This is an optimization exercise on Yosys and OpenROAD, whose aim is a short achievable clock period and few clock cycles, not a production implementation.
Function was checked by simulation only, so behaviour that the tests miss may differ from the original.
Power figures rest on the tool's default switching activity, not on a simulated workload.

## run.sh

```bash
#!/bin/bash
# synth_recipe.tcl (not shown) runs the flow's synth.tcl, then flattens the netlist and writes it again
# the make line also repeats each setting of config.mk as NAME=value (left out here)
make -C /OpenROAD-flow-scripts/flow DESIGN_CONFIG=/design/flow/config.mk WORK_HOME=/design/flow/orfs CLKGATE_MAP_FILE= SYNTH_SCRIPT=/design/flow/synth_recipe.tcl finish
```

## constraint.sdc

```tcl
create_clock -name core_clock -period 7.0 [get_ports {i_clk}]
set_input_delay 1.4000 -clock core_clock [delete_from_list [all_inputs] [get_ports {i_clk}]]
set_output_delay 1.4000 -clock core_clock [all_outputs]
set_load 0.01 [all_outputs]
```

## config.mk

```make
export PLATFORM = sky130hd
export DESIGN_NAME = rv_core
export DESIGN_NICKNAME = rv_core
export VERILOG_FILES = /design/flow/design.v
export SDC_FILE = /design/flow/constraint.sdc
export NUM_CORES = 4
export LEC_CHECK = 0
export ABC_CLOCK_PERIOD_IN_PS = 2500
export CAP_MARGIN = 20
export CORE_MARGIN = 2
export CORE_UTILIZATION = 55
export PLACE_DENSITY = 0.65
export SETUP_SLACK_MARGIN = 4.0
export SLEW_MARGIN = 20
```

## design.v

```verilog
`default_nettype none
`default_nettype wire
`default_nettype none
package rv_pkg;
  localparam logic [4:0] OPC_LOAD   = 5'b00000;
  localparam logic [4:0] OPC_OP_IMM = 5'b00100;
  localparam logic [4:0] OPC_AUIPC  = 5'b00101;
  localparam logic [4:0] OPC_STORE  = 5'b01000;
  localparam logic [4:0] OPC_OP     = 5'b01100;
  localparam logic [4:0] OPC_LUI    = 5'b01101;
  localparam logic [4:0] OPC_BRANCH = 5'b11000;
  localparam logic [4:0] OPC_JALR   = 5'b11001;
  localparam logic [4:0] OPC_JAL    = 5'b11011;
endpackage
`default_nettype wire
`default_nettype none
module rv_regfile (
  input  logic        i_clk,
  input  logic        i_rst,
  input  logic        i_we,
  input  logic [4:0]  i_rd,
  input  logic [31:0] i_wdata,
  input  logic [4:0]  i_rs1,
  input  logic [4:0]  i_rs2,
  output logic [31:0] o_rs1_data,
  output logic [31:0] o_rs2_data
);
  logic [31:0] regs [1:31];
  always_ff @(posedge i_clk) begin
    if (!i_rst && i_we && (i_rd != 5'd0)) begin
      regs[i_rd] <= i_wdata;
    end
  end
  always_comb begin
    if (i_rs1 == 5'd0)                 o_rs1_data = 32'd0;
    else if (i_we && (i_rs1 == i_rd))  o_rs1_data = i_wdata;
    else                               o_rs1_data = regs[i_rs1];
    if (i_rs2 == 5'd0)                 o_rs2_data = 32'd0;
    else if (i_we && (i_rs2 == i_rd))  o_rs2_data = i_wdata;
    else                               o_rs2_data = regs[i_rs2];
  end
endmodule
`default_nettype wire
`default_nettype none
module rv_core (
  input  logic        i_clk,
  input  logic        i_rst,
  input  logic        i_valid_i,
  input  logic        i_valid_d,
  input  logic [31:0] i_data_in_i,
  input  logic [31:0] i_data_in_d,
  output logic [31:0] o_addr_i,
  output logic [31:0] o_addr_d,
  output logic [3:0]  o_we_d,
  output logic        o_rd_d,
  output logic [31:0] o_data_out_d
);
  localparam int S_ADD  = 0;
  localparam int S_SUB  = 1;
  localparam int S_SLL  = 2;
  localparam int S_SRL  = 3;
  localparam int S_SRA  = 4;
  localparam int S_SLT  = 5;
  localparam int S_SLTU = 6;
  localparam int S_XOR  = 7;
  localparam int S_OR   = 8;
  localparam int S_AND  = 9;
  localparam int S_PC4  = 10;
  localparam int NSEL   = 11;
  localparam int BTB_IB = 4;
  localparam int BTB_N  = 1 << BTB_IB;
  localparam int BTB_TW = 8;
  localparam bit FETCH_PRED = 1'b1;
  logic ce;
  assign ce = i_valid_i && i_valid_d;
  logic [31:0] pc;
  logic              btb_v   [BTB_N];
  logic [BTB_TW-1:0] btb_tag [BTB_N];
  logic [31:2]       btb_tgt [BTB_N];
  logic        d_bp;
  logic [31:0] d_bpt;
  logic        d_valid;
  logic [31:0] d_pc;
  logic [31:0] d_insn;
  logic [31:0]     e_a;
  logic [31:0]     e_b;
  logic [31:0]     e_sd;
  logic            e_fa;
  logic            e_fb;
  logic            e_fsd;
  logic            e_s_ee;
  logic            e_s_me;
  logic            e_s_em;
  logic            e_s_mm;
  logic [NSEL-1:0] e_sel;
  logic [2:0]      e_f3;
  logic [31:0]     e_pc4;
  logic [31:0]     e_target;
  logic            e_pred;
  logic [31:0]     e_pnext;
  logic [31:0]     e_pc;
  logic            e_jal;
  logic            e_br;
  logic            e_jalr;
  logic            e_load;
  logic            e_store;
  logic            e_wen;
  logic [4:0]      e_rd;
  logic [31:0] m_result;
  logic [31:0] m_wdata;
  logic [3:0]  m_we;
  logic [2:0]  m_f3;
  logic        m_load;
  logic        m_wen;
  logic [4:0]  m_rd;
  logic        w_wen;
  logic [4:0]  w_rd;
  logic [31:0] w_data;
  logic [31:0] op_a;
  logic [31:0] op_b;
  logic [31:0] sd;
  logic [31:0] sum;
  logic [31:0] diff;
  logic        lt;
  logic        ltu;
  logic        eq;
  logic        taken;
  logic [31:0] result;
  logic        ex_redirect;
  logic [31:0] ex_target;
  logic [3:0]  be;
  logic [31:0] wdata;
  assign op_a = e_fa  ? m_result : e_a;
  assign op_b = e_fb  ? m_result : e_b;
  assign sd   = e_fsd ? m_result : e_sd;
  logic [31:0] sum_ee, sum_me, sum_em, sum_mm;
  logic [31:0] dif_ee, dif_me, dif_em;
  logic        lt_ee, lt_me, lt_em;
  logic        ltu_ee, ltu_me, ltu_em;
  logic        eq_ee, eq_me, eq_em;
  assign sum_ee = e_a + e_b;
  assign sum_me = m_result + e_b;
  assign sum_em = e_a + m_result;
  assign sum_mm = {m_result[30:0], 1'b0};
  assign dif_ee = e_a - e_b;
  assign dif_me = m_result - e_b;
  assign dif_em = e_a - m_result;
  assign lt_ee  = $signed(e_a) < $signed(e_b);
  assign lt_me  = $signed(m_result) < $signed(e_b);
  assign lt_em  = $signed(e_a) < $signed(m_result);
  assign ltu_ee = e_a < e_b;
  assign ltu_me = m_result < e_b;
  assign ltu_em = e_a < m_result;
  assign eq_ee  = e_a == e_b;
  assign eq_me  = m_result == e_b;
  assign eq_em  = e_a == m_result;
  assign sum  = ({32{e_s_ee}} & sum_ee) | ({32{e_s_me}} & sum_me) |
                ({32{e_s_em}} & sum_em) | ({32{e_s_mm}} & sum_mm);
  assign diff = ({32{e_s_ee}} & dif_ee) | ({32{e_s_me}} & dif_me) | ({32{e_s_em}} & dif_em);
  assign lt   = (e_s_ee & lt_ee) | (e_s_me & lt_me) | (e_s_em & lt_em);
  assign ltu  = (e_s_ee & ltu_ee) | (e_s_me & ltu_me) | (e_s_em & ltu_em);
  assign eq   = (e_s_ee & eq_ee) | (e_s_me & eq_me) | (e_s_em & eq_em) | e_s_mm;
  always_comb begin
    result = 32'd0;
    if (e_sel[S_ADD])  result = result | sum;
    if (e_sel[S_SUB])  result = result | diff;
    if (e_sel[S_SLL])  result = result | (op_a << op_b[4:0]);
    if (e_sel[S_SRL])  result = result | (op_a >> op_b[4:0]);
    if (e_sel[S_SRA])  result = result | $unsigned($signed(op_a) >>> op_b[4:0]);
    if (e_sel[S_SLT])  result = result | {31'd0, lt};
    if (e_sel[S_SLTU]) result = result | {31'd0, ltu};
    if (e_sel[S_XOR])  result = result | (op_a ^ op_b);
    if (e_sel[S_OR])   result = result | (op_a | op_b);
    if (e_sel[S_AND])  result = result | (op_a & op_b);
    if (e_sel[S_PC4])  result = result | e_pc4;
  end
  always_comb begin
    case (e_f3[2:1])
      2'b00:   taken = eq;
      2'b10:   taken = lt;
      2'b11:   taken = ltu;
      default: taken = 1'b0;
    endcase
    taken = taken ^ e_f3[0];
  end
  logic        act_taken;
  logic        tgt_ok;
  logic        jalr_ok;
  logic [31:1] j_need;
  logic [30:1] j_cout;
  logic        j_c1;
  assign j_need = op_a[31:1] ^ op_b[31:1] ^ e_pnext[31:1];
  assign j_cout = (op_a[30:1] & op_b[30:1]) | (j_need[30:1] & (op_a[30:1] ^ op_b[30:1]));
  assign j_c1   = op_a[0] & op_b[0];
  assign jalr_ok = (j_need[1] == j_c1) && (j_need[31:2] == j_cout[30:1]);
  assign tgt_ok  = e_pnext == e_target;
  assign act_taken   = e_jal || e_jalr || (e_br && taken);
  assign ex_redirect = e_pred ? (!act_taken || !(e_jalr ? jalr_ok : tgt_ok)) : act_taken;
  assign ex_target   = !act_taken ? e_pc4 : e_jalr ? {sum[31:1], 1'b0} : e_target;
  always_comb begin
    case (e_f3[1:0])
      2'b00: begin
        be    = 4'b0001 << sum[1:0];
        wdata = {4{sd[7:0]}};
      end
      2'b01: begin
        be    = sum[1] ? 4'b1100 : 4'b0011;
        wdata = {2{sd[15:0]}};
      end
      default: begin
        be    = 4'b1111;
        wdata = sd;
      end
    endcase
  end
  logic [31:0] ld_shift;
  logic [31:0] ld_data;
  logic [31:0] ma_value;
  assign o_addr_d     = m_result;
  assign o_rd_d       = m_load;
  assign o_we_d       = m_we;
  assign o_data_out_d = m_wdata;
  assign ld_shift = i_data_in_d >> {m_result[1:0], 3'b000};
  always_comb begin
    case (m_f3)
      3'b000:  ld_data = {{24{ld_shift[7]}}, ld_shift[7:0]};
      3'b001:  ld_data = {{16{ld_shift[15]}}, ld_shift[15:0]};
      3'b100:  ld_data = {24'd0, ld_shift[7:0]};
      3'b101:  ld_data = {16'd0, ld_shift[15:0]};
      default: ld_data = ld_shift;
    endcase
  end
  assign ma_value = m_load ? ld_data : m_result;
  logic [4:0]  opc;
  logic [4:0]  rs1;
  logic [4:0]  rs2;
  logic [4:0]  rd;
  logic [2:0]  f3;
  logic        is_lui, is_auipc, is_jal, is_jalr, is_br, is_load, is_store, is_opimm, is_op;
  logic        use_rs1;
  logic        use_rs2;
  logic        writes;
  logic [31:0] imm_i, imm_s, imm_b, imm_u, imm_j;
  logic [31:0] imm;
  logic [31:0] rf_rs1;
  logic [31:0] rf_rs2;
  logic [31:0] rs1_v;
  logic [31:0] rs2_v;
  logic        ex_hit1, ex_hit2;
  logic        id_stall;
  logic        id_pred;
  logic [31:0] id_target;
  logic        alt;
  logic [NSEL-1:0] sel;
  assign opc = d_insn[6:2];
  assign rs1 = d_insn[19:15];
  assign rs2 = d_insn[24:20];
  assign rd  = d_insn[11:7];
  assign f3  = d_insn[14:12];
  assign is_lui   = opc == rv_pkg::OPC_LUI;
  assign is_auipc = opc == rv_pkg::OPC_AUIPC;
  assign is_jal   = opc == rv_pkg::OPC_JAL;
  assign is_jalr  = opc == rv_pkg::OPC_JALR;
  assign is_br    = opc == rv_pkg::OPC_BRANCH;
  assign is_load  = opc == rv_pkg::OPC_LOAD;
  assign is_store = opc == rv_pkg::OPC_STORE;
  assign is_opimm = opc == rv_pkg::OPC_OP_IMM;
  assign is_op    = opc == rv_pkg::OPC_OP;
  assign use_rs1 = is_jalr || is_br || is_load || is_store || is_opimm || is_op;
  assign use_rs2 = is_br || is_store || is_op;
  assign writes  = (is_lui || is_auipc || is_jal || is_jalr || is_load || is_opimm || is_op) &&
                   (rd != 5'd0);
  assign imm_i = {{20{d_insn[31]}}, d_insn[31:20]};
  assign imm_s = {{20{d_insn[31]}}, d_insn[31:25], d_insn[11:7]};
  assign imm_b = {{19{d_insn[31]}}, d_insn[31], d_insn[7], d_insn[30:25], d_insn[11:8], 1'b0};
  assign imm_u = {d_insn[31:12], 12'd0};
  assign imm_j = {{11{d_insn[31]}}, d_insn[31], d_insn[19:12], d_insn[20], d_insn[30:21], 1'b0};
  assign imm = is_store ? imm_s : (is_lui || is_auipc) ? imm_u : imm_i;
  rv_regfile regfile_i (
    .i_clk      (i_clk),
    .i_rst      (i_rst),
    .i_we       (w_wen),
    .i_rd       (w_rd),
    .i_wdata    (w_data),
    .i_rs1      (rs1),
    .i_rs2      (rs2),
    .o_rs1_data (rf_rs1),
    .o_rs2_data (rf_rs2)
  );
  assign rs1_v = (m_wen && (m_rd == rs1)) ? ma_value : rf_rs1;
  assign rs2_v = (m_wen && (m_rd == rs2)) ? ma_value : rf_rs2;
  assign ex_hit1 = e_wen && (e_rd == rs1);
  assign ex_hit2 = e_wen && (e_rd == rs2);
  assign id_stall = d_valid && e_load && ((use_rs1 && ex_hit1) || (use_rs2 && ex_hit2));
  assign id_pred   = !FETCH_PRED && d_valid && !d_bp && (is_jal || (is_br && d_insn[31]));
  assign id_target = d_pc + (is_jal ? imm_j : imm_b);
  assign alt = d_insn[30] && (is_op || (f3 == 3'b101));
  always_comb begin
    sel = '0;
    if (is_jal || is_jalr) begin
      sel[S_PC4] = 1'b1;
    end else if (is_op || is_opimm) begin
      case (f3)
        3'b000:  sel[(alt && is_op) ? S_SUB : S_ADD] = 1'b1;
        3'b001:  sel[S_SLL] = 1'b1;
        3'b010:  sel[S_SLT] = 1'b1;
        3'b011:  sel[S_SLTU] = 1'b1;
        3'b100:  sel[S_XOR] = 1'b1;
        3'b101:  sel[alt ? S_SRA : S_SRL] = 1'b1;
        3'b110:  sel[S_OR] = 1'b1;
        default: sel[S_AND] = 1'b1;
      endcase
    end else begin
      sel[S_ADD] = 1'b1;
    end
  end
  assign o_addr_i = pc;
  logic [BTB_IB-1:0] f_idx;
  logic              f_hit;
  logic [31:0]       f_tgt;
  assign f_idx = pc[BTB_IB+1:2];
  assign f_hit = btb_v[f_idx] && (btb_tag[f_idx] == pc[BTB_IB+BTB_TW+1:BTB_IB+2]);
  assign f_tgt = {btb_tgt[f_idx], 2'b00};
  logic        f_jal;
  logic        f_bbr;
  logic [31:0] f_jal_tgt;
  logic [31:0] f_br_tgt;
  logic        f_sp;
  logic [31:0] f_sp_tgt;
  logic        f_bp;
  logic [31:0] f_bpt;
  assign f_jal     = (i_data_in_i[6:2] == rv_pkg::OPC_JAL) &&
                     ((i_data_in_i[19:12] == {8{i_data_in_i[31]}}));
  assign f_bbr     = (i_data_in_i[6:2] == rv_pkg::OPC_BRANCH) && i_data_in_i[31];
  logic [13:0] f_jal_lo;
  logic [13:0] f_br_lo;
  logic [31:13] pc_hi_b, pc_hi_bp, pc_hi_bm;
  assign f_jal_lo = {1'b0, pc[12:0]} + {1'b0, i_data_in_i[31], i_data_in_i[20],
                                        i_data_in_i[30:21], 1'b0};
  assign f_br_lo  = {1'b0, pc[12:0]} + {1'b0, i_data_in_i[31], i_data_in_i[7],
                                        i_data_in_i[30:25], i_data_in_i[11:8], 1'b0};
  assign pc_hi_b  = pc[31:13];
  assign pc_hi_bp = pc[31:13] + 19'd1;
  assign pc_hi_bm = pc[31:13] - 19'd1;
  logic f_jp, f_jm, f_j0, f_bp1, f_bm1, f_b0;
  assign f_jp  = !i_data_in_i[31] &&  f_jal_lo[13];
  assign f_jm  =  i_data_in_i[31] && !f_jal_lo[13];
  assign f_j0  = !(f_jp || f_jm);
  assign f_bp1 = !i_data_in_i[31] &&  f_br_lo[13];
  assign f_bm1 =  i_data_in_i[31] && !f_br_lo[13];
  assign f_b0  = !(f_bp1 || f_bm1);
  assign f_jal_tgt = {({19{f_jp}} & pc_hi_bp) | ({19{f_jm}} & pc_hi_bm) | ({19{f_j0}} & pc_hi_b),
                      f_jal_lo[12:0]};
  assign f_br_tgt  = {({19{f_bp1}} & pc_hi_bp) | ({19{f_bm1}} & pc_hi_bm) | ({19{f_b0}} & pc_hi_b),
                      f_br_lo[12:0]};
  assign f_sp      = FETCH_PRED && (f_jal || f_bbr);
  assign f_sp_tgt  = ({32{f_jal}} & f_jal_tgt) | ({32{f_bbr}} & f_br_tgt);
  assign f_bp      = f_sp || f_hit;
  assign f_bpt     = f_sp ? f_sp_tgt : f_tgt;
  always_ff @(posedge i_clk) begin
    if (i_rst) begin
      pc      <= 32'h0000_0000;
      d_valid <= 1'b0;
    end else if (ce) begin
      if (ex_redirect) begin
        pc      <= ex_target;
        d_valid <= 1'b0;
      end else if (!id_stall) begin
        if (id_pred) begin
          pc      <= id_target;
          d_valid <= 1'b0;
        end else begin
          pc      <= f_bp ? f_bpt : pc + 32'd4;
          d_valid <= 1'b1;
        end
      end
    end
  end
  always_ff @(posedge i_clk) begin
    if (ce && !id_stall) begin
      d_pc   <= pc;
      d_insn <= i_data_in_i;
      d_bp   <= f_bp;
      d_bpt  <= f_bpt;
    end
  end
  always_ff @(posedge i_clk) begin
    if (i_rst) begin
      e_br    <= 1'b0;
      e_jal   <= 1'b0;
      e_jalr  <= 1'b0;
      e_pred  <= 1'b0;
      e_load  <= 1'b0;
      e_store <= 1'b0;
      e_wen   <= 1'b0;
    end else if (ce) begin
      if (ex_redirect || id_stall || !d_valid) begin
        e_br    <= 1'b0;
        e_jal   <= 1'b0;
        e_pred  <= 1'b0;
        e_jalr  <= 1'b0;
        e_load  <= 1'b0;
        e_store <= 1'b0;
        e_wen   <= 1'b0;
      end else begin
        e_br    <= is_br;
        e_jal   <= is_jal;
        e_pred  <= d_bp || id_pred;
        e_jalr  <= is_jalr;
        e_load  <= is_load;
        e_store <= is_store;
        e_wen   <= writes;
      end
    end
  end
  always_ff @(posedge i_clk) begin
    if (ce) begin
      e_a      <= is_auipc ? d_pc : is_lui ? 32'd0 : rs1_v;
      e_b      <= (is_op || is_br) ? rs2_v : imm;
      e_sd     <= rs2_v;
      e_fa     <= use_rs1 && ex_hit1;
      e_fb     <= (is_op || is_br) && ex_hit2;
      e_s_ee   <= !(use_rs1 && ex_hit1) && !((is_op || is_br) && ex_hit2);
      e_s_me   <=  (use_rs1 && ex_hit1) && !((is_op || is_br) && ex_hit2);
      e_s_em   <= !(use_rs1 && ex_hit1) &&  ((is_op || is_br) && ex_hit2);
      e_s_mm   <=  (use_rs1 && ex_hit1) &&  ((is_op || is_br) && ex_hit2);
      e_fsd    <= ex_hit2;
      e_sel    <= sel;
      e_f3     <= f3;
      e_pc4    <= d_pc + 32'd4;
      e_target <= id_target;
      e_pnext  <= d_bp ? d_bpt : id_target;
      e_pc     <= d_pc;
      e_rd     <= rd;
    end
  end
  logic              u_we;
  logic              u_taken;
  logic [BTB_IB-1:0] u_idx;
  logic [BTB_TW-1:0] u_tag;
  logic [31:2]       u_tgt;
  always_ff @(posedge i_clk) begin
    if (i_rst) begin
      u_we <= 1'b0;
    end else if (ce) begin
      u_we <= e_br || e_jal || e_jalr;
    end
  end
  always_ff @(posedge i_clk) begin
    if (ce) begin
      u_taken <= act_taken;
      u_idx   <= e_pc[BTB_IB+1:2];
      u_tag   <= e_pc[BTB_IB+BTB_TW+1:BTB_IB+2];
      u_tgt   <= ex_target[31:2];
    end
  end
  always_ff @(posedge i_clk) begin
    if (i_rst) begin
      for (int i = 0; i < BTB_N; i++) btb_v[i] <= 1'b0;
    end else if (ce && u_we) begin
      btb_v[u_idx] <= u_taken;
    end
  end
  always_ff @(posedge i_clk) begin
    if (ce && u_we && u_taken) begin
      btb_tag[u_idx] <= u_tag;
      btb_tgt[u_idx] <= u_tgt;
    end
  end
  always_ff @(posedge i_clk) begin
    if (i_rst) begin
      m_load <= 1'b0;
      m_we   <= 4'd0;
      m_wen  <= 1'b0;
      w_wen  <= 1'b0;
    end else if (ce) begin
      m_load <= e_load;
      m_we   <= e_store ? be : 4'd0;
      m_wen  <= e_wen;
      w_wen  <= m_wen;
    end
  end
  always_ff @(posedge i_clk) begin
    if (ce) begin
      m_result <= result;
      m_wdata  <= wdata;
      m_f3     <= e_f3;
      m_rd     <= e_rd;
      w_rd     <= m_rd;
      w_data   <= ma_value;
    end
  end
endmodule
`default_nettype wire
```

==> results of run 1 <==
[layout make-up]
cell class	count	area (sq um)	area share (%)
multi-input combinational	5428	55500	37.8
clock buffer	276	5740	3.91
sequential	2154	64200	43.7
antenna	13	32.5	0.0221
timing repair buffer	1338	15100	10.3
inverter	329	1340	0.910
tap	2805	3510	2.39
timing repair inverter	1	8.76	0.00596
clock inverter	129	1350	0.922
[flip-flops by register name (all words and copies together) (netlist names), 32 cells and up, named ones only]
signal,count
w_data,32
btb_tag,128
e_a,32
d_pc,32
e_b,32
d_bpt,32
e_sd,32
e_pnext,32
m_result,32
pc,32
m_wdata,32
btb_tgt,480
regfile_i.regs,992
[per-layer routing]
metal | global-route usage [%] | vias to the layer above | wire length, um
met1 | 57.9 | 44800 | 169000
li1 | - | 35500 | -
met5 | 0 | - | 175
met3 | 11.9 | 1277 | 64400
met2 | 60.5 | 7070 | 199000
met4 | 21.8 | 8 | 30000
[worst register-to-register path, delay by kind of cell (launching register included)]
family	cells	cell delay [ps]
compound gates	7	1470
fa+ha+maj	1	380
buf+inv	3	490
mux	1	190
flops	1	580
simple gates	4	1400
[timing repair]
| action | in CTS | in global routing |
|---|---|---|
| buffers inserted | 606 | 238 |
| pin swaps | 353 | 302 |
| gates resized for setup | 1872 | 559 |
| endpoints found under the setup margin | 1703 | 801 |
| cloned | 73 | 12 |
[power by group through the flow]
stage | Sequential (mW) | Combinational, mW | Clock, mW
2_1_floorplan | 14.7 | 2.62 | 0
3_3_place_gp | 14.9 | 3.83 | 0
3_5_place_dp | 14.9 | 3.85 | 0
4_1_cts | 14.5 | 5.04 | 11.8
5_1_grt | 14.5 | 5.83 | 12.3
6_report | 14.5 | 5.67 | 11.8
[cells in the mapped netlist (54+ instances only)]
cell type	instances	area share [%]
a211oi_1	123	0.80
a21o_1	90	0.58
a21oi_1	573	2.5
a221oi_1	87	0.66
a31oi_1	60	0.32
buf_1	109	0.35
buf_2	54	0.23
clkbuf_1	412	1.3
dfxtp_1	62	1.1
edfxtp_1	2092	54
ha_1	309	3.3
inv_1	321	1.0
mux2_2	79	0.77
mux2i_1	245	2.1
mux4_2	746	15
nand2_1	573	1.9
nand3_1	110	0.48
nand4_1	58	0.31
nor2_1	637	2.1
nor3_1	98	0.42
o211ai_1	59	0.38
o21ai_0	296	1.3
o22ai_1	66	0.36
xnor2_1	218	1.6
xor2_1	132	1.0
[how the worst max path moves through the flow]
stage / startpoint / to / slack, ps
3_3_place_gp: i_data_in_i[21] / pc[25]$_SDFFE_PP0P_ / 670
6_report: e_b[18]$_DFFE_PP_ / pc[14]$_SDFFE_PP0P_ / 2310
3_5_place_dp: i_data_in_i[21] / pc[25]$_SDFFE_PP0P_ / 610
5_1_grt: m_result[26]$_DFFE_PP_ / pc[9]$_SDFFE_PP0P_ / 2280
2_1_floorplan: i_data_in_i[8] / pc[28]$_SDFFE_PP0P_ / 2150
4_1_cts: e_b[31]$_DFFE_PP_ / pc[3]$_SDFFE_PP0P_ / 2340
[cell families (layout without fill, tap and decap cells)]
kind of cell / count (synthesis) / after routing
flip-flops: 2154 / 2154
AO/OA/AOI/OAI: 1833 / 1834
AND/OR/NAND/NOR: 1811 / 1826
multiplexers: 1070 / 1070
buffers and inverters: 915 / 2073
XOR/XNOR: 350 / 350
adder cells (fa/ha/maj): 348 / 348
other: 0 / 13
[through the flow]
stage | power [mW] | worst slack, ps | utilization, % | cells
after floorplan | 17.3 | 2150 | - | 8481
after global placement | 18.7 | 670 | 58.0 | 11100
after detailed placement | 18.7 | 610 | 58.1 | 11100
after CTS | 31.4 | 2340 | 67.8 | 12200
after global routing | 32.7 | 2280 | 70.1 | 12500
final | 32.0 | 2310 | 70.2 | 12500
==> flow_results.xml, run 1 <==
<?xml version="1.0" encoding="UTF-8"?>
<metrics>
  <group name="status">
    <metric name="run_status" unit="">finished clean</metric>
  </group>
  <group name="synth">
    <metric name="synth.mux.area_fraction" unit="%">17.4</metric>
    <metric name="synth-xor-area-share" unit="%">2.65</metric>
    <metric name="post_synth_fa_ha_maj_area_fraction" unit="%">4.01</metric>
    <metric name="mappedNetlistNets" unit="">8897</metric>
    <metric name="synth_compound_area_share" unit="%">10.4</metric>
    <metric name="synth.yosys.warnings" unit="">2</metric>
    <metric name="synth.ff_latch_count" unit="">2154</metric>
    <metric name="synth_cell_types" unit="">101</metric>
    <metric name="sequential_to_total_area_share_from_yosys_stat" unit="%">55.3</metric>
    <metric name="synth_top_flop_cell" unit="">edfxtp_1</metric>
    <metric name="synth_top_family_by_area" unit="">multiplexers</metric>
    <metric name="synth-simple-area-share" unit="%">7.10</metric>
    <metric name="number_of_enable_type_register_cells_in_the_synthesized_netlist" unit="">2092</metric>
    <metric name="netlist_instances" unit="">8481</metric>
    <metric name="synthesis.area" unit="sq mm">0.116</metric>
    <metric name="async_sr_flop_fraction" unit="%">0</metric>
    <metric name="syn_avg_cell_area" unit="sq um">13.7</metric>
  </group>
  <group name="floorplan">
    <metric name="core_region_area" unit="sq mm">0.209</metric>
    <metric name="start_util" unit="%">55.3</metric>
    <metric name="fp_rows" unit="">168</metric>
    <metric name="die_h" unit="um">463</metric>
    <metric name="design.die.area" unit="sq mm">0.214</metric>
    <metric name="boundaryPins" unit="">169</metric>
    <metric name="die_width" unit="um">463</metric>
  </group>
  <group name="timing">
    <metric name="timing.final.crit_share" unit="%">67.0</metric>
    <metric name="slew_viol_final" unit="">0</metric>
    <metric name="timing_worst_slew_pin_value" unit="ps">1180</metric>
    <metric name="worst_relative_slew_slack" unit="%">21.4</metric>
    <metric name="fin_skew" unit="ps">45.4</metric>
    <metric name="grt_setup_unrepaired" unit="">yes</metric>
    <metric name="fin_worst_hold_slack" unit="ps">399</metric>
    <metric name="finalWorstPathRequiredPeriod" unit="ps">4690</metric>
    <metric name="finalSetupViolations" unit="">0</metric>
    <metric name="timing.fmax" unit="GHz">0.213</metric>
    <metric name="final_hold_viol_count" unit="">0</metric>
    <metric name="setup_tns" unit="ps">0</metric>
  </group>
  <group name="place">
    <metric name="place_area" unit="sq mm">0.122</metric>
    <metric name="detailed_place_hpwl" unit="mm">282</metric>
    <metric name="placement.io_buffers" unit="">166</metric>
    <metric name="gp_congestion" unit="">1.07</metric>
  </group>
  <group name="clocking">
    <metric name="cts_root_buffer_type" unit="">clkbuf_16</metric>
    <metric name="clock_tree_from_tritoncts" unit="">yes</metric>
    <metric name="cts-buffers-inserted" unit="">217</metric>
    <metric name="clock_tree.buffer_depth" unit="">3</metric>
    <metric name="cts_htree_levels" unit="">4</metric>
    <metric name="number_of_buffers_inserted_for_hold_repair_after_clock_tree_synthesis" unit="">0</metric>
    <metric name="numClockSinks" unit="">2154</metric>
    <metric name="worst_skew_pair.late_latency" unit="ps">900</metric>
    <metric name="clkTransAtPathRegs" unit="ps">70</metric>
  </group>
  <group name="global_route">
    <metric name="grt_start_max_net_pins" unit="">75</metric>
    <metric name="grt_first_pass_wirelength" unit="mm">633</metric>
    <metric name="globalRoute.totalOverflow" unit="">0</metric>
    <metric name="groute.usage.overall" unit="%">41.9</metric>
    <metric name="first_global_vias" unit="">83600</metric>
    <metric name="antenna_found_initial" unit="">17</metric>
  </group>
  <group name="worst_setup_path">
    <metric name="critPathMaxFanout" unit="">10</metric>
    <metric name="crit_buf_inv" unit="">3</metric>
    <metric name="crit_path_start_kind" unit="">flip-flop</metric>
    <metric name="crit_path_slowest_cell" unit="">edfxtp_1</metric>
    <metric name="r2r_slack" unit="ps">2310</metric>
    <metric name="worst-r2r-cell-count" unit="">16</metric>
    <metric name="type_of_the_worst_setup_path" unit="">flip-flop to flip-flop</metric>
    <metric name="rr_startpoint" unit="">e_b[18]$_DFFE_PP_</metric>
    <metric name="worst_path_largest_cell_delay" unit="ps">580</metric>
    <metric name="rr_endpoint" unit="">pc[14]$_SDFFE_PP0P_</metric>
    <metric name="timing.critical_path.to_type" unit="">flip-flop</metric>
    <metric name="worst-endpoint-arrival" unit="ps">5410</metric>
    <metric name="crit_chain" unit="">inv_2 &gt; ha_4 &gt; and3_1 &gt; a221oi_2 &gt; o21a_1 &gt; o311ai_4 &gt; a21oi_2 &gt; mux2i_2 &gt; nand4bb_4 &gt; o311a_4 &gt; or4_4 &gt; buf_6 &gt; and2_4 &gt; buf_8 &gt; a211oi_4 &gt; a221oi_2</metric>
    <metric name="critical-path-top-delay-family" unit="">compound AO/OA/AOI/OAI gates</metric>
    <metric name="timing.critical_path.depth" unit="">16</metric>
    <metric name="critical_path_required" unit="ps">7720</metric>
    <metric name="critPathMostFrequentCell" unit="">a221oi_2</metric>
  </group>
  <group name="final_layout">
    <metric name="nNetsFinal" unit="">9885</metric>
    <metric name="area_growth" unit="%">26.8</metric>
    <metric name="fraction_of_layout_cells_with_a_size_suffix_above_1" unit="%">36.7</metric>
    <metric name="stdcell_area" unit="sq mm">0.147</metric>
    <metric name="layout_common_cells" unit="">edfxtp_1, mux4_2, buf_4</metric>
    <metric name="layout.cells.most_common" unit="">edfxtp_1</metric>
    <metric name="nFillCells" unit="">13900</metric>
  </group>
  <group name="routing">
    <metric name="via_per_inst" unit="">7.10</metric>
    <metric name="totalWireLength" unit="mm">463</metric>
    <metric name="antenna_violating_nets_post_route" unit="">0</metric>
    <metric name="drt_iter0_markers" unit="">14500</metric>
    <metric name="wl_per_cell" unit="um">37.1</metric>
    <metric name="drtPass1Iterations" unit="">9</metric>
    <metric name="route.detailed.drc" unit="">0</metric>
    <metric name="detailroute.via_count" unit="">88600</metric>
  </group>
  <group name="pwr">
    <metric name="pwr-share-seq" unit="%">45.4</metric>
    <metric name="share_of_total_power_in_combinational_logic" unit="%">17.7</metric>
    <metric name="p_switching" unit="mW">8.69</metric>
    <metric name="clock_power_share" unit="%">36.8</metric>
    <metric name="sw_frac_of_total" unit="%">27.2</metric>
    <metric name="power.static_leakage" unit="nW">50.8</metric>
    <metric name="intPower" unit="mW">23.3</metric>
    <metric name="worst_vdd_rail_ir_drop" unit="V">0.000318</metric>
    <metric name="pwr_density_cell" unit="mW/mm^2">218</metric>
  </group>
  <group name="min_path">
    <metric name="timing.hold.worst_endpoint" unit="">u_tag[0]$_DFFE_PP_</metric>
    <metric name="hold_path_class" unit="">flip-flop to flip-flop</metric>
    <metric name="whs_path_depth" unit="">0</metric>
    <metric name="hold_path_startpoint" unit="">e_pc[6]$_DFFE_PP_</metric>
  </group>
  <group name="run">
    <metric name="maxCapViolations" unit="">0</metric>
  </group>
</metrics>
Testbench counts, summed over its fixed seeds: cycles 11,981.
==> run 2: changes to the inputs <==
--- a/design.v
+++ b/design.v
@@ -98,6 +98,7 @@
   logic [31:0]     e_target;
   logic            e_pred;
   logic [31:0]     e_pnext;
+  logic [5:0]      e_bk;
   logic [31:0]     e_pc;
   logic            e_jal;
   logic            e_br;
@@ -127,7 +128,6 @@
   logic        taken;
   logic [31:0] result;
   logic        ex_redirect;
-  logic [31:0] ex_target;
   logic [3:0]  be;
   logic [31:0] wdata;
   assign op_a = e_fa  ? m_result : e_a;
@@ -174,15 +174,15 @@
     if (e_sel[S_AND])  result = result | (op_a & op_b);
     if (e_sel[S_PC4])  result = result | e_pc4;
   end
-  always_comb begin
-    case (e_f3[2:1])
-      2'b00:   taken = eq;
-      2'b10:   taken = lt;
-      2'b11:   taken = ltu;
-      default: taken = 1'b0;
-    endcase
-    taken = taken ^ e_f3[0];
-  end
+  logic tk_ee, tk_me, tk_em, tk_mm;
+  assign tk_ee = (e_bk[0] & eq_ee) | (e_bk[1] & !eq_ee) | (e_bk[2] & lt_ee) |
+                 (e_bk[3] & !lt_ee) | (e_bk[4] & ltu_ee) | (e_bk[5] & !ltu_ee);
+  assign tk_me = (e_bk[0] & eq_me) | (e_bk[1] & !eq_me) | (e_bk[2] & lt_me) |
+                 (e_bk[3] & !lt_me) | (e_bk[4] & ltu_me) | (e_bk[5] & !ltu_me);
+  assign tk_em = (e_bk[0] & eq_em) | (e_bk[1] & !eq_em) | (e_bk[2] & lt_em) |
+                 (e_bk[3] & !lt_em) | (e_bk[4] & ltu_em) | (e_bk[5] & !ltu_em);
+  assign tk_mm = e_bk[0] | e_bk[3] | e_bk[5];
+  assign taken = (e_s_ee & tk_ee) | (e_s_me & tk_me) | (e_s_em & tk_em) | (e_s_mm & tk_mm);
   logic        act_taken;
   logic        tgt_ok;
   logic        jalr_ok;
@@ -194,9 +194,17 @@
   assign j_c1   = op_a[0] & op_b[0];
   assign jalr_ok = (j_need[1] == j_c1) && (j_need[31:2] == j_cout[30:1]);
   assign tgt_ok  = e_pnext == e_target;
+  logic        r_fix;
+  logic [31:0] t_fix;
+  logic        r_t;
+  logic        r_n;
+  assign r_fix = (e_jal && !(e_pred && tgt_ok)) || (e_jalr && !(e_pred && jalr_ok)) ||
+                 (e_pred && !e_br && !e_jal && !e_jalr);
+  assign t_fix = e_jalr ? {sum[31:1], 1'b0} : e_jal ? e_target : e_pc4;
+  assign r_t   = e_br && !(e_pred && tgt_ok);
+  assign r_n   = e_br && e_pred;
   assign act_taken   = e_jal || e_jalr || (e_br && taken);
-  assign ex_redirect = e_pred ? (!act_taken || !(e_jalr ? jalr_ok : tgt_ok)) : act_taken;
-  assign ex_target   = !act_taken ? e_pc4 : e_jalr ? {sum[31:1], 1'b0} : e_target;
+  assign ex_redirect = r_fix || (taken ? r_t : r_n);
   always_comb begin
     case (e_f3[1:0])
       2'b00: begin
@@ -357,23 +365,19 @@
   assign f_sp_tgt  = ({32{f_jal}} & f_jal_tgt) | ({32{f_bbr}} & f_br_tgt);
   assign f_bp      = f_sp || f_hit;
   assign f_bpt     = f_sp ? f_sp_tgt : f_tgt;
+  logic [31:0] pc_seq;
+  logic [31:0] pc_t;
+  logic [31:0] pc_n;
+  assign pc_seq = id_stall ? pc : id_pred ? id_target : f_bp ? f_bpt : pc + 32'd4;
+  assign pc_t   = r_fix ? t_fix : r_t ? e_target : pc_seq;
+  assign pc_n   = r_fix ? t_fix : r_n ? e_pc4 : pc_seq;
   always_ff @(posedge i_clk) begin
     if (i_rst) begin
       pc      <= 32'h0000_0000;
       d_valid <= 1'b0;
     end else if (ce) begin
-      if (ex_redirect) begin
-        pc      <= ex_target;
-        d_valid <= 1'b0;
-      end else if (!id_stall) begin
-        if (id_pred) begin
-          pc      <= id_target;
-          d_valid <= 1'b0;
-        end else begin
-          pc      <= f_bp ? f_bpt : pc + 32'd4;
-          d_valid <= 1'b1;
-        end
-      end
+      pc      <= taken ? pc_t : pc_n;
+      d_valid <= !ex_redirect && (id_stall ? d_valid : !id_pred);
     end
   end
   always_ff @(posedge i_clk) begin
@@ -429,7 +433,9 @@
       e_f3     <= f3;
       e_pc4    <= d_pc + 32'd4;
       e_target <= id_target;
-      e_pnext  <= d_bp ? d_bpt : id_target;
+      e_pnext  <= d_bpt;
+      e_bk     <= {f3 == 3'b111, f3 == 3'b110, f3 == 3'b101, f3 == 3'b100, f3 == 3'b001,
+                   f3 == 3'b000};
       e_pc     <= d_pc;
       e_rd     <= rd;
     end
@@ -451,7 +457,7 @@
       u_taken <= act_taken;
       u_idx   <= e_pc[BTB_IB+1:2];
       u_tag   <= e_pc[BTB_IB+BTB_TW+1:BTB_IB+2];
-      u_tgt   <= ex_target[31:2];
+      u_tgt   <= e_jalr ? sum[31:2] : e_target[31:2];
     end
   end
   always_ff @(posedge i_clk) begin
==> run 2 against run 1 <==
Against the previous run: still clean; non-clock buffer count grew 160; global-route usage grew 2.4 points; wire length grew 9.0%; cell count grew 3.0%; sequential power is essentially flat; sequential share of layout area shrank 1.3 points; synthesized area grew 1.3%; combinational power grew 8.3%; die area grew 1.3%; critical endpoint is now pc[15]$_SDFFE_PP0P_; highest routed layer unchanged.
==> flow_results.xml, run 2 <==
<?xml version="1.0" encoding="UTF-8"?>
<metrics>
  <group name="pwr">
    <metric name="pwr-share-seq" unit="%">44.3</metric>
    <metric name="sw_frac_of_total" unit="%">27.9</metric>
    <metric name="worst_vdd_rail_ir_drop" unit="V">0.000297</metric>
    <metric name="p_switching" unit="mW">9.18</metric>
    <metric name="intPower" unit="mW">23.8</metric>
    <metric name="share_of_total_power_in_combinational_logic" unit="%">18.6</metric>
    <metric name="clock_power_share" unit="%">37.1</metric>
    <metric name="power.static_leakage" unit="nW">52.9</metric>
    <metric name="tot_pwr" unit="mW">33.0</metric>
    <metric name="pwr_density_cell" unit="mW/mm^2">217</metric>
  </group>
  <group name="timing">
    <metric name="fin_skew" unit="ps">92.2</metric>
    <metric name="grt_setup_unrepaired" unit="">yes</metric>
    <metric name="worst_relative_slew_slack" unit="%">9.98</metric>
    <metric name="worst_slack" unit="ps">2360</metric>
    <metric name="timing.final.crit_share" unit="%">66.3</metric>
    <metric name="slew_viol_final" unit="">0</metric>
    <metric name="finalWorstPathRequiredPeriod" unit="ps">4640</metric>
    <metric name="final_hold_viol_count" unit="">0</metric>
    <metric name="fin_worst_hold_slack" unit="ps">416</metric>
    <metric name="timing.fmax" unit="GHz">0.216</metric>
    <metric name="finalSetupViolations" unit="">0</metric>
    <metric name="timing_worst_slew_pin_value" unit="ps">1340</metric>
    <metric name="setup_tns" unit="ps">0</metric>
  </group>
  <group name="place">
    <metric name="numPlacedInstances" unit="">11300</metric>
    <metric name="pre_cts_setup_slack" unit="ps">754</metric>
    <metric name="placement.io_buffers" unit="">166</metric>
    <metric name="detailed_place_hpwl" unit="mm">301</metric>
    <metric name="gp_congestion" unit="">1.03</metric>
  </group>
  <group name="clocking">
    <metric name="clock_tree.buffer_depth" unit="">3</metric>
    <metric name="clock_tree_from_tritoncts" unit="">yes</metric>
    <metric name="cts_htree_levels" unit="">4</metric>
    <metric name="numClockSinks" unit="">2160</metric>
    <metric name="number_of_buffers_inserted_for_hold_repair_after_clock_tree_synthesis" unit="">0</metric>
    <metric name="cts-buffers-inserted" unit="">219</metric>
    <metric name="clkTransAtPathRegs" unit="ps">70</metric>
    <metric name="cts_root_buffer_type" unit="">clkbuf_16</metric>
    <metric name="worst_skew_pair.late_latency" unit="ps">940</metric>
  </group>
  <group name="routing">
    <metric name="route.detailed.drc" unit="">0</metric>
    <metric name="antenna_violating_nets_post_route" unit="">0</metric>
    <metric name="detailroute.via_count" unit="">92900</metric>
    <metric name="drt_iter0_markers" unit="">14700</metric>
    <metric name="wl_per_cell" unit="um">39.2</metric>
    <metric name="drtPass1Iterations" unit="">14</metric>
    <metric name="totalWireLength" unit="mm">504</metric>
    <metric name="via_per_inst" unit="">7.23</metric>
  </group>
  <group name="final_layout">
    <metric name="layout.area.seq" unit="sq mm">0.0644</metric>
    <metric name="final_cell_count_no_fill" unit="">12800</metric>
    <metric name="fraction_of_layout_cells_with_a_size_suffix_above_1" unit="%">38.0</metric>
    <metric name="largest-register" unit="">regfile_i.regs</metric>
    <metric name="nNetsFinal" unit="">10200</metric>
    <metric name="layout.cells.most_common" unit="">edfxtp_1</metric>
    <metric name="biggestRegsByFlops" unit="">regfile_i.regs (992), btb_tgt (480), btb_tag (128)</metric>
    <metric name="multi_input_gate_area" unit="sq mm">0.0580</metric>
    <metric name="nFillCells" unit="">13600</metric>
    <metric name="largest_register_ffs" unit="">992</metric>
    <metric name="area_growth" unit="%">29.4</metric>
    <metric name="layout_common_cells" unit="">edfxtp_1, buf_4, mux4_2</metric>
  </group>
  <group name="global_route">
    <metric name="grt_first_pass_wirelength" unit="mm">672</metric>
    <metric name="globalRoute.totalOverflow" unit="">0</metric>
    <metric name="first_global_vias" unit="">86900</metric>
    <metric name="antenna_found_initial" unit="">24</metric>
    <metric name="grt_start_max_net_pins" unit="">75</metric>
    <metric name="groute.usage.overall" unit="%">44.3</metric>
  </group>
  <group name="synth">
    <metric name="synth-simple-area-share" unit="%">7.34</metric>
    <metric name="synth.ff_latch_count" unit="">2160</metric>
    <metric name="synth.mux.area_fraction" unit="%">17.3</metric>
    <metric name="synth_area_leaders" unit="">edfxtp_1, mux4_2, ha_1, mux2i_1, nor2_1</metric>
    <metric name="synth.yosys.warnings" unit="">2</metric>
    <metric name="async_sr_flop_fraction" unit="%">0</metric>
    <metric name="synth_top_flop_cell" unit="">edfxtp_1</metric>
    <metric name="synth-xor-area-share" unit="%">2.29</metric>
    <metric name="syn_avg_cell_area" unit="sq um">13.5</metric>
    <metric name="synth_compound_area_share" unit="%">11.2</metric>
    <metric name="post_synth_fa_ha_maj_area_fraction" unit="%">3.96</metric>
    <metric name="synth_cell_types" unit="">91</metric>
    <metric name="netlist_instances" unit="">8695</metric>
    <metric name="synthesis.area" unit="sq mm">0.117</metric>
    <metric name="yosysMostFrequentCell" unit="">edfxtp_1</metric>
    <metric name="number_of_enable_type_register_cells_in_the_synthesized_netlist" unit="">2098</metric>
    <metric name="sequential_to_total_area_share_from_yosys_stat" unit="%">54.8</metric>
    <metric name="synthDominantAreaCellType" unit="">edfxtp_1</metric>
    <metric name="ys_top_cells_by_count" unit="">edfxtp_1, mux4_2, nor2_1</metric>
    <metric name="mappedNetlistNets" unit="">9111</metric>
    <metric name="netlist.area_leader.share" unit="%">53.7</metric>
    <metric name="synth_top_family_by_area" unit="">multiplexers</metric>
  </group>
  <group name="floorplan">
    <metric name="boundaryPins" unit="">169</metric>
    <metric name="design.die.area" unit="sq mm">0.217</metric>
    <metric name="start_util" unit="%">55.3</metric>
    <metric name="die_h" unit="um">466</metric>
    <metric name="core_region_area" unit="sq mm">0.212</metric>
    <metric name="fp_rows" unit="">169</metric>
    <metric name="die_width" unit="um">466</metric>
  </group>
  <group name="worst_setup_path">
    <metric name="crit_path_start_kind" unit="">input port</metric>
    <metric name="timing.critical_path.to_type" unit="">flip-flop</metric>
    <metric name="type_of_the_worst_setup_path" unit="">input port to flip-flop</metric>
    <metric name="critical_path_required" unit="ps">7730</metric>
    <metric name="worst-endpoint-arrival" unit="ps">5370</metric>
    <metric name="critPathMaxFanout" unit="">6</metric>
  </group>
  <group name="run">
    <metric name="maxCapViolations" unit="">0</metric>
  </group>
  <group name="min_path">
    <metric name="hold_path_class" unit="">flip-flop to flip-flop</metric>
  </group>
  <group name="status">
    <metric name="run_status" unit="">finished clean</metric>
  </group>
</metrics>
==> run 2: repair_timing <==
action                      CTS  global route
buffers inserted            658           322
hold endpoints to repair      0             0
resized for setup          2001           692
pin swaps                   379           327
gates cloned                 61            28
setup endpoints to repair  2037           538
==> run 2: cell type report <==
class | instances | area share, %
Timing Repair inverter | 3 | 0.0231
Sequential cell | 2160 | 42.4
Inverter | 344 | 0.928
Timing Repair Buffer | 1498 | 11.2
Antenna cell | 17 | 0.0280
Clock inverter | 139 | 1.02
Multi-Input combinational cell | 5592 | 38.2
Clock buffer | 275 | 3.81
Tap cell | 2821 | 2.32
==> run 2: stage by stage <==
stage          instance area (sq um)  utilization, %
6_report                      152000            71.6
5_1_grt                       152000            71.6
4_1_cts                       145000            68.5
3_5_place_dp                  123000            58.2
3_3_place_gp                  123000            58.2
2_1_floorplan                 118000               -
==> run 2: worst paths after layout <==
| path | endpoint | start | cells past startpoint | slack (ps) |
|---|---|---|---|---|
| setup reg to reg | e_jalr$_SDFFE_PP0P_ | e_fb$_DFFE_PP_ | 18 | 2460 |
| hold / removal | e_pnext[2]$_DFFE_PP_ | d_bpt[2]$_DFFE_PP_ | 0 | 420 |
| hold reg to reg | e_pnext[2]$_DFFE_PP_ | d_bpt[2]$_DFFE_PP_ | 0 | 420 |
| setup / recovery | pc[15]$_SDFFE_PP0P_ | i_data_in_i[21] | 21 | 2360 |
==> run 2: kinds of logic after synthesis <==
group | Yosys count
flip-flops | 2160
AO/OA/AOI/OAI | 1963
AND/OR/NAND/NOR | 1865
multiplexers | 1100
buffers and inverters | 952
adder cells (fa/ha/maj) | 348
XOR/XNOR | 307
==> run 2: layer usage <==
layer / global-route usage [%] / share of wire (%)
met4: 29.4 / 9.1
met2: 66.4 / 44
met1: 58.2 / 34
met3: 10.2 / 13
met5: 0 / 0.018
==> run 2: power groups by stage <==
stage               Combinational (mW)  Clock [mW]  Sequential, mW
floorplan                         2.74           0            14.7
global placement                  4.05           0            15.0
detailed placement                4.07           0            15.0
CTS                               5.35        12.1            14.6
global route                      6.31        12.7            14.6
finish                            6.14        12.2            14.6
==> run 2: critical path, stage by stage <==
cell	delay (ps)
buf_8	100
ha_4	150
fa_2	330
a21o_1	190
a21o_1	190
a221o_1	340
a31o_4	240
a21o_1	160
nand2_2	80
nand2b_4	70
ha_4	290
buf_6	140
a221oi_2	190
a21oi_1	120
a22oi_1	240
nand2_1	100
mux2_4	270
a22oi_2	200
nor3_2	80
a2111oi_2	340
a211oi_1	120
Testbench counts of run 2, summed over its fixed seeds: cycles 11,981.
==> run 3: changes to the inputs <==
--- a/design.v
+++ b/design.v
@@ -99,6 +99,8 @@
   logic            e_pred;
   logic [31:0]     e_pnext;
   logic [5:0]      e_bk;
+  logic [3:0]      e_ra;
+  logic [2:0]      e_rs;
   logic [31:0]     e_pc;
   logic            e_jal;
   logic            e_br;
@@ -160,20 +162,23 @@
   assign lt   = (e_s_ee & lt_ee) | (e_s_me & lt_me) | (e_s_em & lt_em);
   assign ltu  = (e_s_ee & ltu_ee) | (e_s_me & ltu_me) | (e_s_em & ltu_em);
   assign eq   = (e_s_ee & eq_ee) | (e_s_me & eq_me) | (e_s_em & eq_em) | e_s_mm;
+  logic [31:0] res_other;
   always_comb begin
-    result = 32'd0;
-    if (e_sel[S_ADD])  result = result | sum;
-    if (e_sel[S_SUB])  result = result | diff;
-    if (e_sel[S_SLL])  result = result | (op_a << op_b[4:0]);
-    if (e_sel[S_SRL])  result = result | (op_a >> op_b[4:0]);
-    if (e_sel[S_SRA])  result = result | $unsigned($signed(op_a) >>> op_b[4:0]);
-    if (e_sel[S_SLT])  result = result | {31'd0, lt};
-    if (e_sel[S_SLTU]) result = result | {31'd0, ltu};
-    if (e_sel[S_XOR])  result = result | (op_a ^ op_b);
-    if (e_sel[S_OR])   result = result | (op_a | op_b);
-    if (e_sel[S_AND])  result = result | (op_a & op_b);
-    if (e_sel[S_PC4])  result = result | e_pc4;
+    res_other = 32'd0;
+    if (e_sel[S_SLL])  res_other = res_other | (op_a << op_b[4:0]);
+    if (e_sel[S_SRL])  res_other = res_other | (op_a >> op_b[4:0]);
+    if (e_sel[S_SRA])  res_other = res_other | $unsigned($signed(op_a) >>> op_b[4:0]);
+    if (e_sel[S_SLT])  res_other = res_other | {31'd0, lt};
+    if (e_sel[S_SLTU]) res_other = res_other | {31'd0, ltu};
+    if (e_sel[S_XOR])  res_other = res_other | (op_a ^ op_b);
+    if (e_sel[S_OR])   res_other = res_other | (op_a | op_b);
+    if (e_sel[S_AND])  res_other = res_other | (op_a & op_b);
+    if (e_sel[S_PC4])  res_other = res_other | e_pc4;
   end
+  assign result = ({32{e_ra[0]}} & sum_ee) | ({32{e_ra[1]}} & sum_me) |
+                  ({32{e_ra[2]}} & sum_em) | ({32{e_ra[3]}} & sum_mm) |
+                  ({32{e_rs[0]}} & dif_ee) | ({32{e_rs[1]}} & dif_me) |
+                  ({32{e_rs[2]}} & dif_em) | res_other;
   logic tk_ee, tk_me, tk_em, tk_mm;
   assign tk_ee = (e_bk[0] & eq_ee) | (e_bk[1] & !eq_ee) | (e_bk[2] & lt_ee) |
                  (e_bk[3] & !lt_ee) | (e_bk[4] & ltu_ee) | (e_bk[5] & !ltu_ee);
@@ -430,6 +435,13 @@
       e_s_mm   <=  (use_rs1 && ex_hit1) &&  ((is_op || is_br) && ex_hit2);
       e_fsd    <= ex_hit2;
       e_sel    <= sel;
+      e_ra     <= {4{sel[S_ADD]}} & {  (use_rs1 && ex_hit1) &&  ((is_op || is_br) && ex_hit2),
+                                      !(use_rs1 && ex_hit1) &&  ((is_op || is_br) && ex_hit2),
+                                       (use_rs1 && ex_hit1) && !((is_op || is_br) && ex_hit2),
+                                      !(use_rs1 && ex_hit1) && !((is_op || is_br) && ex_hit2)};
+      e_rs     <= {3{sel[S_SUB]}} & {!(use_rs1 && ex_hit1) &&  ((is_op || is_br) && ex_hit2),
+                                       (use_rs1 && ex_hit1) && !((is_op || is_br) && ex_hit2),
+                                      !(use_rs1 && ex_hit1) && !((is_op || is_br) && ex_hit2)};
       e_f3     <= f3;
       e_pc4    <= d_pc + 32'd4;
       e_target <= id_target;
==> run 3 against run 2 <==
Against the previous run: still clean; core utilization up 0.48 points; maximum frequency up 4.5%; clock power up 3%; global-route usage up 1.0 points; design area up 1.7%; hold slack better by 2.8 ps; die area up 0.75%; combinational power up 3%; worst setup slack better by 200 ps; wire length up 1.3%; non-clock buffer count up 120; largest cell class unchanged.
==> flow_results.xml, run 3 <==
<?xml version="1.0" encoding="UTF-8"?>
<metrics>
  <group name="status">
    <metric name="run_status" unit="">finished clean</metric>
  </group>
  <group name="clocking">
    <metric name="cts_root_buffer_type" unit="">clkbuf_16</metric>
    <metric name="worst_skew_pair.late_latency" unit="ps">920</metric>
    <metric name="numClockSinks" unit="">2165</metric>
    <metric name="cts_htree_levels" unit="">4</metric>
    <metric name="number_of_buffers_inserted_for_hold_repair_after_clock_tree_synthesis" unit="">0</metric>
    <metric name="clock_tree_from_tritoncts" unit="">yes</metric>
    <metric name="clkTransAtPathRegs" unit="ps">70</metric>
    <metric name="clock_tree.buffer_depth" unit="">3</metric>
    <metric name="cts-buffers-inserted" unit="">220</metric>
  </group>
  <group name="run">
    <metric name="maxCapViolations" unit="">0</metric>
  </group>
  <group name="floorplan">
    <metric name="design.die.area" unit="sq mm">0.219</metric>
    <metric name="start_util" unit="%">55.2</metric>
    <metric name="boundaryPins" unit="">169</metric>
    <metric name="core_region_area" unit="sq mm">0.214</metric>
    <metric name="die_width" unit="um">468</metric>
    <metric name="fp_rows" unit="">170</metric>
    <metric name="die_h" unit="um">468</metric>
  </group>
  <group name="routing">
    <metric name="route.detailed.drc" unit="">0</metric>
    <metric name="totalWireLength" unit="mm">511</metric>
    <metric name="drt_iter0_markers" unit="">15000</metric>
    <metric name="drtPass1Iterations" unit="">10</metric>
    <metric name="via_per_inst" unit="">7.25</metric>
    <metric name="detailroute.via_count" unit="">94600</metric>
    <metric name="wl_per_cell" unit="um">39.2</metric>
    <metric name="antenna_violating_nets_post_route" unit="">0</metric>
  </group>
  <group name="place">
    <metric name="gp_congestion" unit="">1.05</metric>
    <metric name="placement.io_buffers" unit="">166</metric>
    <metric name="place_area" unit="sq mm">0.124</metric>
    <metric name="detailed_place_hpwl" unit="mm">307</metric>
  </group>
  <group name="worst_setup_path">
    <metric name="critical_path_required" unit="ps">7720</metric>
    <metric name="worst-endpoint-arrival" unit="ps">5150</metric>
    <metric name="timing.critical_path.to_type" unit="">flip-flop</metric>
    <metric name="crit_path_slowest_cell" unit="">nor4_1</metric>
    <metric name="critPathMaxFanout" unit="">5</metric>
    <metric name="worst_path_largest_cell_delay" unit="ps">610</metric>
    <metric name="worst-r2r-cell-count" unit="">14</metric>
    <metric name="crit_chain" unit="">inv_2 &gt; ha_4 &gt; nand4_1 &gt; or3_4 &gt; nor4_4 &gt; mux2i_1 &gt; nand2_1 &gt; mux2_4 &gt; a221o_4 &gt; nor2_4 &gt; buf_4 &gt; nor2_1 &gt; nor4_1 &gt; a221oi_2</metric>
    <metric name="type_of_the_worst_setup_path" unit="">flip-flop to flip-flop</metric>
    <metric name="crit_path_start_kind" unit="">flip-flop</metric>
  </group>
  <group name="global_route">
    <metric name="first_global_vias" unit="">89200</metric>
    <metric name="grt_first_pass_wirelength" unit="mm">690</metric>
    <metric name="groute.usage.overall" unit="%">45.3</metric>
    <metric name="grt_start_max_net_pins" unit="">88</metric>
    <metric name="antenna_found_initial" unit="">21</metric>
    <metric name="globalRoute.totalOverflow" unit="">0</metric>
  </group>
  <group name="pwr">
    <metric name="power.static_leakage" unit="nW">53.5</metric>
    <metric name="worst_vdd_rail_ir_drop" unit="V">0.000298</metric>
    <metric name="pwr_density_cell" unit="mW/mm^2">217</metric>
    <metric name="tot_pwr" unit="mW">33.5</metric>
  </group>
  <group name="timing">
    <metric name="fin_skew" unit="ps">66.2</metric>
    <metric name="slew_viol_final" unit="">0</metric>
    <metric name="timing.final.crit_share" unit="%">63.4</metric>
    <metric name="grt_setup_unrepaired" unit="">yes</metric>
    <metric name="fin_worst_hold_slack" unit="ps">418</metric>
    <metric name="timing.fmax" unit="GHz">0.225</metric>
    <metric name="final_hold_viol_count" unit="">0</metric>
    <metric name="worst_relative_slew_slack" unit="%">20.1</metric>
    <metric name="finalWorstPathRequiredPeriod" unit="ps">4440</metric>
    <metric name="timing_worst_slew_pin_value" unit="ps">1200</metric>
    <metric name="setup_tns" unit="ps">0</metric>
    <metric name="finalSetupViolations" unit="">0</metric>
  </group>
  <group name="synth">
    <metric name="sequential_to_total_area_share_from_yosys_stat" unit="%">54.5</metric>
    <metric name="synth_cell_types" unit="">100</metric>
    <metric name="yosysMostFrequentCell" unit="">edfxtp_1</metric>
    <metric name="netlist.area_leader.share" unit="%">53.4</metric>
    <metric name="synth.yosys.warnings" unit="">2</metric>
    <metric name="synth.ff_latch_count" unit="">2165</metric>
    <metric name="ys_top_cells_by_count" unit="">edfxtp_1, mux4_2, nand2_1</metric>
    <metric name="synth_area_leaders" unit="">edfxtp_1, mux4_2, ha_1, mux2i_1, a21oi_1</metric>
    <metric name="synth_top_flop_cell" unit="">edfxtp_1</metric>
    <metric name="synthDominantAreaCellType" unit="">edfxtp_1</metric>
    <metric name="netlist_instances" unit="">8775</metric>
    <metric name="mappedNetlistNets" unit="">9191</metric>
    <metric name="synthesis.area" unit="sq mm">0.118</metric>
    <metric name="syn_avg_cell_area" unit="sq um">13.5</metric>
    <metric name="async_sr_flop_fraction" unit="%">0</metric>
    <metric name="number_of_enable_type_register_cells_in_the_synthesized_netlist" unit="">2103</metric>
  </group>
  <group name="final_layout">
    <metric name="layout_common_cells" unit="">edfxtp_1, buf_4, mux4_2</metric>
    <metric name="nFillCells" unit="">13800</metric>
    <metric name="area_growth" unit="%">30.6</metric>
    <metric name="largest-register" unit="">regfile_i.regs</metric>
    <metric name="biggestRegsByFlops" unit="">regfile_i.regs (992), btb_tgt (480), btb_tag (128)</metric>
    <metric name="largest_register_ffs" unit="">992</metric>
    <metric name="stdcell_area" unit="sq mm">0.154</metric>
    <metric name="fraction_of_layout_cells_with_a_size_suffix_above_1" unit="%">39.2</metric>
    <metric name="nNetsFinal" unit="">10400</metric>
    <metric name="layout.cells.most_common" unit="">edfxtp_1</metric>
  </group>
  <group name="min_path">
    <metric name="whs_path_depth" unit="">0</metric>
    <metric name="hold_path_class" unit="">flip-flop to flip-flop</metric>
  </group>
</metrics>
## run 3: power by group
part | total, mW | leakage, nW | switching [mW] | internal (mW)
Clock | 12.6 | 3.65 | 5.41 | 7.14
Sequential | 14.6 | 19.4 | 0.299 | 14.3
Combinational | 6.31 | 30.5 | 3.54 | 2.78
Total | 33.5 | 53.5 | 9.24 | 24.3
## run 3: logic make-up (layout without fill, tap and decap cells)
| kind of cell | after synthesis | after routing | synth area share, % |
|---|---|---|---|
| AOI/OAI and AO/OA | 1979 | 1980 | 11.3 |
| xor gates and xnor gates | 310 | 310 | 2.30 |
| adders and majority gates | 348 | 348 | 3.93 |
| buffers and inverters | 961 | 2372 | 3.20 |
| DFF | 2165 | 2165 | 54.5 |
| muxes | 1138 | 1138 | 17.5 |
| other | 0 | 11 | 0 |
| and+or+nand+nor | 1874 | 1881 | 7.31 |
## run 3: what timing repair did
item | 4_1_cts | 5_1_grt
pin swaps | 447 | 355
endpoints found under the setup margin | 1967 | 757
gates cloned | 64 | 13
buffers inserted | 758 | 309
gates resized for setup | 2277 | 608
## run 3: layout make-up
type / instances / area [sq um] / area share, %
Multi-Input combinational cell: 5657 / 59300 / 38.4
Sequential cell: 2165 / 64600 / 41.8
Timing Repair Buffer: 1618 / 17900 / 11.6
Inverter: 335 / 1410 / 0.916
Timing Repair inverter: 2 / 32.5 / 0.0211
Clock buffer: 277 / 5830 / 3.78
Antenna cell: 11 / 27.5 / 0.0178
Tap cell: 2838 / 3550 / 2.30
Clock inverter: 140 / 1750 / 1.13
## run 3: layer usage
metal  track usage [%]  wire length [um]
met4              33.2             48600
met1              57.6            172000
met5                 0                62
met3              11.4             64100
met2              67.8            226000
## run 3: path summary, 6_finish.rpt
path | endpoint | slack [ps] | startpoint
worst max register to register | pc[14]$_SDFFE_PP0P_ | 2560 | e_b[31]$_DFFE_PP_
worst max-delay path | pc[14]$_SDFFE_PP0P_ | 2560 | e_b[31]$_DFFE_PP_
worst min register to register | e_pnext[31]$_DFFE_PP_ | 420 | d_bpt[31]$_DFFE_PP_
worst min-delay path | e_pnext[31]$_DFFE_PP_ | 420 | d_bpt[31]$_DFFE_PP_
## run 3: worst max-delay path: cells and delay by family, from the launching register on
family	cells	cell delay, ps
AOI/OAI and AO/OA	2	590
muxes	2	550
adders and majority gates	1	300
DFF	1	590
and+or+nand+nor	7	1880
buffers and inverters	2	320
## run 3: metrics by stage
stage / instances / util [%] / setup slack, ps
finish: 13000 / 72.1 / 2560
global route: 13000 / 72.1 / 2580
CTS: 12700 / 69.3 / 2710
detailed placement: 11500 / 58.1 / 1030
global placement: 11500 / 58.0 / 1080
floorplan: 8775 / - / 2220
Testbench counts of run 3, summed over its fixed seeds: cycles 11,981.
==> run 4: changes to the inputs <==
--- a/config.mk
+++ b/config.mk
@@ -10,5 +10,5 @@
 export CORE_MARGIN = 2
 export CORE_UTILIZATION = 55
 export PLACE_DENSITY = 0.65
-export SETUP_SLACK_MARGIN = 4.0
+export SETUP_SLACK_MARGIN = 2.9
 export SLEW_MARGIN = 20
==> run 4 against run 3 <==
Against the previous run: still clean; cell count down 6.1%; total power down 6.0%; non-clock buffer count down 787; synthesized cell count unchanged; hold slack worse by 36 ps; synthesized area unchanged; global-route usage down 3.9 points; sequential cell count unchanged; via count down 7.7%; clock skew up 29 ps; register-to-register slack better by 40 ps; largest cell class unchanged.
==> flow_results.xml, run 4 <==
<?xml version="1.0" encoding="UTF-8"?>
<metrics>
  <group name="status">
    <metric name="run_status" unit="">finished clean</metric>
  </group>
  <group name="clocking">
    <metric name="clock_tree_from_tritoncts" unit="">yes</metric>
    <metric name="worst_skew_pair.late_latency" unit="ps">950</metric>
  </group>
  <group name="global_route">
    <metric name="global_route.peak_usage_layer" unit="">met2</metric>
    <metric name="first_global_vias" unit="">83000</metric>
    <metric name="globalRouteMet2Util" unit="%">62.7</metric>
    <metric name="globalRoute.totalOverflow" unit="">0</metric>
  </group>
  <group name="timing">
    <metric name="finalWorstPathRequiredPeriod" unit="ps">4400</metric>
    <metric name="grt_setup_unrepaired" unit="">yes</metric>
    <metric name="timing_worst_slew_pin_value" unit="ps">1200</metric>
  </group>
  <group name="final_layout">
    <metric name="layout_common_cells" unit="">edfxtp_1, mux4_2, nand2_1</metric>
    <metric name="nFillCells" unit="">15500</metric>
    <metric name="nNetsFinal" unit="">9615</metric>
    <metric name="largest-register" unit="">regfile_i.regs</metric>
    <metric name="area_growth" unit="%">17.0</metric>
    <metric name="layout.cells.most_common" unit="">edfxtp_1</metric>
  </group>
  <group name="floorplan">
    <metric name="die_h" unit="um">468</metric>
    <metric name="die_width" unit="um">468</metric>
    <metric name="boundaryPins" unit="">169</metric>
    <metric name="start_util" unit="%">55.2</metric>
  </group>
  <group name="run">
    <metric name="maxCapViolations" unit="">0</metric>
  </group>
  <group name="worst_setup_path">
    <metric name="critPathLaunch" unit="">e_fa$_DFFE_PP_</metric>
    <metric name="r2r_slack" unit="ps">2600</metric>
    <metric name="rr_startpoint" unit="">e_fa$_DFFE_PP_</metric>
    <metric name="critical_path_required" unit="ps">7730</metric>
  </group>
  <group name="place">
    <metric name="detailed_place_hpwl" unit="mm">309</metric>
  </group>
  <group name="synth">
    <metric name="synth_compound_area_share" unit="%">11.3</metric>
    <metric name="synth-xor-area-share" unit="%">2.30</metric>
    <metric name="synth.mux.area_fraction" unit="%">17.5</metric>
    <metric name="synth_top_family_by_area" unit="">multiplexers</metric>
    <metric name="netlist.area_leader.share" unit="%">53.4</metric>
    <metric name="netlist_instances" unit="">8775</metric>
  </group>
  <group name="pwr">
    <metric name="share_of_total_power_in_combinational_logic" unit="%">15.2</metric>
  </group>
  <group name="routing">
    <metric name="via_per_inst" unit="">7.13</metric>
  </group>
</metrics>
## run 4: changes by cell type in the layout (fill, tap and decap cells not counted), moves of 50 or more
cell	delta
mux2i_4	-55
clkdlybuf4s50_1	+115
buf_16	-59
buf_6	-238
a21oi_2	-62
a21oi_1	+106
o21ai_2	-65
mux2i_1	+76
buf_4	-348
o21ai_0	+135
nor2_1	+50
buf_12	-107
a221oi_1	+65
## run 4: metrics by stage
stage | instance area [sq um] | setup WS, ps | power, mW | utilization [%] | instances
detailed placement | 124000 | 1110 | 19.1 | 58.0 | 11500
floorplan | 119000 | 2220 | 17.5 | - | 8775
global route | 138000 | 2570 | 32.2 | 64.5 | 12200
finish | 138000 | 2600 | 31.5 | 64.6 | 12200
CTS | 136000 | 2740 | 31.2 | 63.4 | 12100
global placement | 124000 | 1120 | 19.0 | 57.9 | 11400
## run 4: routing by layer
layer  vias up  routed length [um]
met4         8               35600
met3      1277               49500
met2      5971              208000
li1      35600                   -
met1     44500              167000
met5         -                  57
## run 4: cell type report
class / instances / area share (%)
inverters: 335 / 0.946
multi-input cells: 5649 / 38.8
diodes: 13 / 0.0235
well taps: 2838 / 2.57
clock inverters: 152 / 1.20
flip-flops and latches: 2165 / 46.6
repair buffers: 831 / 5.73
clock buffers: 261 / 4.11
## run 4: critical path, stage by stage (launching register included)
cell and delay [ps]:
edfxtp_1 500, buf_4 180, buf_4 180, mux2i_1 220, buf_4 180, inv_1 110, fa_1 550, xor2_2 280
nand4_1 260, nor4_2 230, a31oi_2 180, a211oi_4 240, buf_6 150, clkinvlp_4 170, buf_6 180, nor2_4 190
nand2_4 160, a211oi_1 240, nor4_1 90
## run 4: repair_timing
action	CTS	global route
buffers inserted	248	96
resized for setup	464	295
pin swaps	100	143
cloned	3	2
setup endpoints to repair	165	112
## run 4: cells by family after synthesis
logic type	Yosys count
simple gates	1874
buf+inv	961
fa+ha+maj	348
flops	2165
mux	1138
xor+xnor	310
compound gates	1979
## run 4: power groups by stage
stage               clock network, mW  registers, mW  logic, mW
finish                           12.0           14.7       4.79
global route                     12.6           14.7       4.97
floorplan                           0           14.8       2.73
CTS                              12.1           14.7       4.45
detailed placement                  0           15.0       4.03
global placement                    0           15.0       4.01
## run 4: how the worst min path moves through the flow
stage	start	endpoint	slack, ps	cells past startpoint
floorplan	d_bpt[0]$_DFFE_PP_	e_pnext[0]$_DFFE_PP_	400	0
global placement	d_bpt[12]$_DFFE_PP_	e_pnext[12]$_DFFE_PP_	400	0
detailed placement	d_bpt[18]$_DFFE_PP_	e_pnext[18]$_DFFE_PP_	400	0
CTS	e_pc[13]$_DFFE_PP_	u_tag[7]$_DFFE_PP_	370	0
global route	e_pc[12]$_DFFE_PP_	u_tag[6]$_DFFE_PP_	380	0
finish	e_pc[13]$_DFFE_PP_	u_tag[7]$_DFFE_PP_	380	0

re-timing with driven ports:
How much do the figures lean on ideal ports? The routed layouts below were timed once more, with nothing changed but the port constraints. Step 1 sets driving cells, clkbuf_16 on the clock port and buf_2 on the other inputs (assumed; they add their load-dependent delay and slew). Step 2 times the ports against the registers' clock, not the clock port: input delays grow and output delays shrink by t, the midpoint of the rising clock arrivals with the driver on. Three values: no drivers, after step 1, after step 2; two values: the first two.
run | t (ns) | setup WS [ns]
run 1 | 0.982 | 2.311 / 2.311 / 1.817
run 2 | 0.990 | 2.362 / 2.380 / 1.391
run 3 | 0.985 | 2.563 / 2.563 / 2.001
run 4 | 1.002 | 2.601 / 2.601 / 1.903
After both steps setup and hold are still met in every run listed.
